What follows belongs to an exercise in optimizing a design on an open flow for small area; a production flow would make more cautious choices. Function was checked by simulation only, so behaviour that the tests miss may differ from the original. No activity file was given, so power comes from the tool's default toggle rates.

==> flow/design.v <==
`timescale 1ns/10ps
`default_nettype none
module serial_debug (
    input  wire        i_clk,
    input  wire        i_rst_n,
    input  wire        i_enable,            
    input  wire        i_frame_tick,
    input  wire        i_pixel_valid,
    input  wire [11:0] i_cpu_pc,
    input  wire [15:0] i_cpu_instr_count,
    input  wire        i_cpu_running,
    input  wire        i_pixel_strobe,
    input  wire [31:0] i_pixel_count,
    input  wire [9:0]  i_pixel_x,
    input  wire [9:0]  i_pixel_y,
    input  wire [2:0]  i_pixel_brightness,
    output logic       o_uart_tx
);
    localparam logic [3:0] PH_IDLE  = 4'd0;
    localparam logic [3:0] PH_PRE   = 4'd1;    
    localparam logic [3:0] PH_START = 4'd2;
    localparam logic [3:0] PH_STOP  = 4'd3;
    logic        r_tick_d, r_strobe_d;
    logic        r_freq, r_preq;
    logic [15:0] r_fcnt;             
    logic [15:0] r_pv_cnt;           
    logic [15:0] r_pv_lat;           
    logic [31:0] r_cnt;
    logic [9:0]  r_x, r_y;
    logic [2:0]  r_bri;
    logic        r_lact;             
    logic        r_lastc;            
    logic        r_src;              
    logic [4:0]  r_idx;              
    logic [3:0]  r_ph;
    logic [8:0]  r_cc;               
    wire tick_rise   = i_frame_tick & ~r_tick_d;
    wire strobe_rise = i_pixel_strobe & ~r_strobe_d;
    wire grant  = ~r_lact & (r_preq | r_freq);
    wire pgrant = ~r_lact & r_preq;
    wire fgrant = ~r_lact & r_freq & ~r_preq;
    function automatic logic [15:0] bcd_inc(input logic [15:0] v);
        logic c;
        c = 1'b1;
        for (int i = 0; i < 4; i++) begin
            if (c) begin
                if (v[4*i +: 4] == 4'd9) v[4*i +: 4] = 4'd0;
                else begin
                    v[4*i +: 4] = v[4*i +: 4] + 4'd1;
                    c = 1'b0;
                end
            end
        end
        bcd_inc = v;
    endfunction
    always_ff @(posedge i_clk) begin
        if (!i_rst_n) begin
            r_tick_d   <= 1'b0;
            r_strobe_d <= 1'b0;
            r_fcnt     <= 16'hFFFF;
            r_pv_cnt   <= 16'd0;
            r_freq     <= 1'b0;
            r_preq     <= 1'b0;
        end else begin
            r_tick_d   <= i_frame_tick;
            r_strobe_d <= i_pixel_strobe;
            if (tick_rise) begin
                r_fcnt   <= r_fcnt + 16'd1;
                r_pv_cnt <= {15'd0, i_pixel_valid};
            end else if (i_pixel_valid) begin
                r_pv_cnt <= bcd_inc(r_pv_cnt);
            end
            if (!i_enable)        r_freq <= 1'b0;
            else if (tick_rise)   r_freq <= 1'b1;
            else if (fgrant)      r_freq <= 1'b0;
            if (!i_enable)        r_preq <= 1'b0;
            else if (strobe_rise) r_preq <= 1'b1;
            else if (pgrant)      r_preq <= 1'b0;
        end
    end
    always_ff @(posedge i_clk) begin
        if (tick_rise)
            r_pv_lat <= r_pv_cnt;
        if (strobe_rise) begin
            r_cnt <= i_pixel_count;
            r_x   <= i_pixel_x;
            r_y   <= i_pixel_y;
            r_bri <= i_pixel_brightness;
        end
    end
    wire       bit_done = (r_cc == 9'd441);
    wire [4:0] last_idx = r_src ? 5'd24 : 5'd30;
    always_ff @(posedge i_clk) begin
        if (!i_rst_n) begin
            r_lact  <= 1'b0;
            r_lastc <= 1'b0;
            r_ph    <= PH_IDLE;
        end else begin
            if (grant)
                r_lact <= 1'b1;
            case (r_ph)
                PH_IDLE:  if (r_lact) r_ph <= PH_PRE;
                PH_PRE:   r_ph <= PH_START;
                PH_START: begin
                    if (r_cc == 9'd0 && !r_lastc && r_idx == last_idx) begin
                        r_lact  <= 1'b0;
                        r_lastc <= 1'b1;
                    end
                    if (bit_done) r_ph <= 4'd8;
                end
                PH_STOP:  if (bit_done) begin
                    r_ph    <= PH_IDLE;
                    r_lastc <= 1'b0;
                end
                default:  if (bit_done) r_ph <= (r_ph == 4'd15) ? PH_STOP : r_ph + 4'd1;
            endcase
        end
    end
    always_ff @(posedge i_clk) begin
        if (r_ph == PH_IDLE || r_ph == PH_PRE || bit_done)
            r_cc <= 9'd0;
        else
            r_cc <= r_cc + 9'd1;
        if (grant) begin
            r_src <= r_preq;
            r_idx <= 5'd0;
        end else if (r_ph == PH_STOP && bit_done && !r_lastc) begin
            r_idx <= r_idx + 5'd1;
        end
    end
    logic [59:0] ring;
    logic [2:0]  s4;
    wire       c0    = (r_ph == PH_START) & ~r_lastc & r_src & (r_idx == 5'd0);
    wire [4:0] k     = r_cc[4:0];
    wire       pconv = c0 & (r_cc[8:5] == 4'd0);                           
    wire       rot_a = c0 & (r_cc[8:4] == 5'b00010) & ~(r_cc[3] & r_cc[2]);  
    wire       xconv = c0 & (r_cc[8:4] == 5'b00100) & (r_cc[3:0] < 4'd10);  
    wire       rot_b = c0 & (r_cc[8:4] == 5'b00101) & ~(r_cc[3] & r_cc[2]);  
    wire       yconv = c0 & (r_cc[8:4] == 5'b00110) & (r_cc[3:0] < 4'd10);  
    wire       xyconv = xconv | yconv;
    logic is_dig;
    always_comb begin
        if (r_src)
            is_dig = (r_idx >= 5'd2 && r_idx <= 5'd6) || (r_idx >= 5'd10 && r_idx <= 5'd12) ||
                     (r_idx >= 5'd16 && r_idx <= 5'd18);
        else
            is_dig = (r_idx >= 5'd2 && r_idx <= 5'd5) || (r_idx >= 5'd10 && r_idx <= 5'd12) ||
                     (r_idx >= 5'd16 && r_idx <= 5'd19) || (r_idx >= 5'd23 && r_idx <= 5'd26);
    end
    wire rot_out = (r_ph == PH_STOP) & ~r_lastc & (r_cc[8:2] == 7'd0) & is_dig;
    wire grot    = rot_a | rot_b | rot_out;
    logic [4:0] g;
    always_comb begin
        g[0] = pconv | (xyconv & (k[3:0] >= 4'd2));
        g[1] = (pconv & (k >= 5'd4)) | (xyconv & (k[3:0] >= 4'd6));
        g[2] = (pconv & (k >= 5'd8)) | (xyconv & (k[3:0] >= 4'd9));
        g[3] = pconv & (k >= 5'd12);
        g[4] = pconv & (k >= 5'd16);
    end
    logic [19:0] a;
    always_comb begin
        for (int j = 0; j < 5; j++) begin
            logic [3:0] d;
            logic       d3, t;
            d = ring[4*j +: 4];
            d3 = (j == 2) ? (d[3] & pconv) : d[3];
            t = g[j] & (d3 | (d[2] & (d[1] | d[0])));
            a[4*j]     = d[0] ^ t;
            a[4*j + 1] = d[1] ^ (t & ~d[0]);
            a[4*j + 2] = t ? (d3 & d[0]) : d[2];
            a[4*j + 3] = d[3] | t;
        end
    end
    wire [59:0] sh = {ring[58:20], a, (grot ? ring[59] : pconv ? ring[35] : ring[11])};
    always_ff @(posedge i_clk) begin
        if (pgrant) begin
            ring <= {r_x, 2'b00, r_y, 2'b00, r_cnt, 4'b0000};
            s4   <= r_bri;
        end else if (fgrant) begin
            ring <= {r_pv_lat, r_fcnt, i_cpu_pc, i_cpu_instr_count};
            s4   <= {2'b00, i_cpu_running};
        end else begin
            if (grot)
                ring[59:36] <= sh[59:36];
            if (grot | pconv)
                ring[35:12] <= sh[35:12];
            if (grot | pconv | xyconv)
                ring[11:0]  <= sh[11:0];
        end
    end
    function automatic logic [7:0] hex_ascii(input logic [3:0] n);
        hex_ascii = (n < 4'd10) ? (8'd48 + {4'd0, n}) : (8'd55 + {4'd0, n});
    endfunction
    wire [7:0] hd = hex_ascii(ring[43:40]);
    logic [7:0] ch;
    always_comb begin
        if (r_src) begin
            case (r_idx)
                5'd0:  ch = "P";
                5'd1:  ch = ":";
                5'd2, 5'd3, 5'd4, 5'd5, 5'd6: ch = hd;
                5'd8:  ch = "X";
                5'd9:  ch = ":";
                5'd10, 5'd11, 5'd12: ch = hd;
                5'd14: ch = "Y";
                5'd15: ch = ":";
                5'd16, 5'd17, 5'd18: ch = hd;
                5'd20: ch = "B";
                5'd21: ch = ":";
                5'd22: ch = {5'b00110, s4};
                5'd23: ch = 8'h0D;
                5'd24: ch = 8'h0A;
                default: ch = " ";
            endcase
        end else begin
            case (r_idx)
                5'd0:  ch = "F";
                5'd1:  ch = ":";
                5'd2, 5'd3, 5'd4, 5'd5: ch = hd;
                5'd7:  ch = "P";
                5'd8:  ch = "C";
                5'd9:  ch = ":";
                5'd10, 5'd11, 5'd12: ch = hd;
                5'd14: ch = "I";
                5'd15: ch = ":";
                5'd16, 5'd17, 5'd18, 5'd19: ch = hd;
                5'd21: ch = "V";
                5'd22: ch = ":";
                5'd23, 5'd24, 5'd25, 5'd26: ch = hd;
                5'd28: ch = s4[0] ? "R" : ".";
                5'd29: ch = 8'h0D;
                5'd30: ch = 8'h0A;
                default: ch = " ";
            endcase
        end
        if (r_lastc)
            ch = 8'h0A;
    end
    always_comb begin
        if (r_ph[3])
            o_uart_tx = ch[r_ph[2:0]];
        else
            o_uart_tx = (r_ph != PH_START);
    end
endmodule
`default_nettype wire
Settings: LEC_CHECK=0, ABC_AREA=1, CAP_MARGIN=20, CORE_MARGIN=2, CORE_UTILIZATION=40, SLEW_MARGIN=20; clock period 30.0 ns.
standard.sh (not shown) runs the stock make flow with config.mk's settings and CLKGATE_MAP_FILE= SYNTH_SCRIPT=/design/flow/synth_recipe.tcl, a recipe that flattens the netlist after the stock synthesis.
==> flow/flow/run.sh <==
#!/bin/bash
# Standard layout with three changes in how it is made:
#  - abc maps the logic with an area-only script (flip-flops untouched)
#  - port buffers use the smallest buffer cell
#  - the clock tree uses clkbuf_8 without dummy loads
set -e
HERE=$(pwd)
cp -r "$FLOW_HOME/scripts" "$HERE/scripts"
cp "$HERE/flow/abc_area.script" "$HERE/scripts/abc_area.script"
export SCRIPTS_DIR="$HERE/scripts"
export BUFFER_PORTS_ARGS="-buffer_cell sky130_fd_sc_hd__buf_1"
export CTS_ARGS="${CTS_ARGS_OVERRIDE:--sink_clustering_enable -repair_clock_nets -dont_use_dummy_load -buf_list sky130_fd_sc_hd__clkbuf_8}"
bash standard.sh > standard.log 2>&1
==> flow/flow/abc_area.script <==
strash
dch -f
map -a
strash
dch -f
map -a
topo
The starting point completed without violations.
Edit:
==> flow/flow/run.sh (replaced) <==
#!/bin/bash
# Standard layout, with the port buffers made from the smallest buffer cell
# and a clock tree of clkbuf_8 without dummy loads.
set -e
export BUFFER_PORTS_ARGS="-buffer_cell sky130_fd_sc_hd__buf_1"
export CTS_ARGS="-sink_clustering_enable -repair_clock_nets -dont_use_dummy_load -buf_list sky130_fd_sc_hd__clkbuf_8"
bash standard.sh > standard.log 2>&1
Settings changed: CORE_UTILIZATION 40 to 70.
removed: flow/flow/abc_area.script
What happened:
- The changed run finished clean
- combinational power increases by about a fifth
- global-route usage went up by 12 points
- register-to-register slack is worse by 0.06 ns
- routed wire length rose by a few percent
- core utilization is higher by 33 points
- cell area is higher slightly
- power came out higher by a few percent
- flip-flop and latch count stays the same
- setup slack gains 0.89 ns

port drivers added, routing unchanged:
No port has a modelled driver above. Below, the same layouts with a new extraction and two added sets of constraints. Step 1: set_driving_cell puts a clkbuf_16 on i_clk and a buf_2 on each other input, an assumption about the parent block. Step 2 also shifts input and output timing later by t, the mid clock arrival at the registers, as if the neighbouring blocks saw the same clock. Three values: no drivers, after step 1, after step 2; two values: the first two.
run	t, ns	setup WS [ns]	worst register clock-pin slew, ns	cell pins on the clock port's net
the first run	0.485	20.232 / 20.191 / 20.676	0.11 / 0.11	1
the second run	0.477	21.119 / 21.079 / 21.438	0.10 / 0.10	1
After both steps every run listed still meets setup and hold.
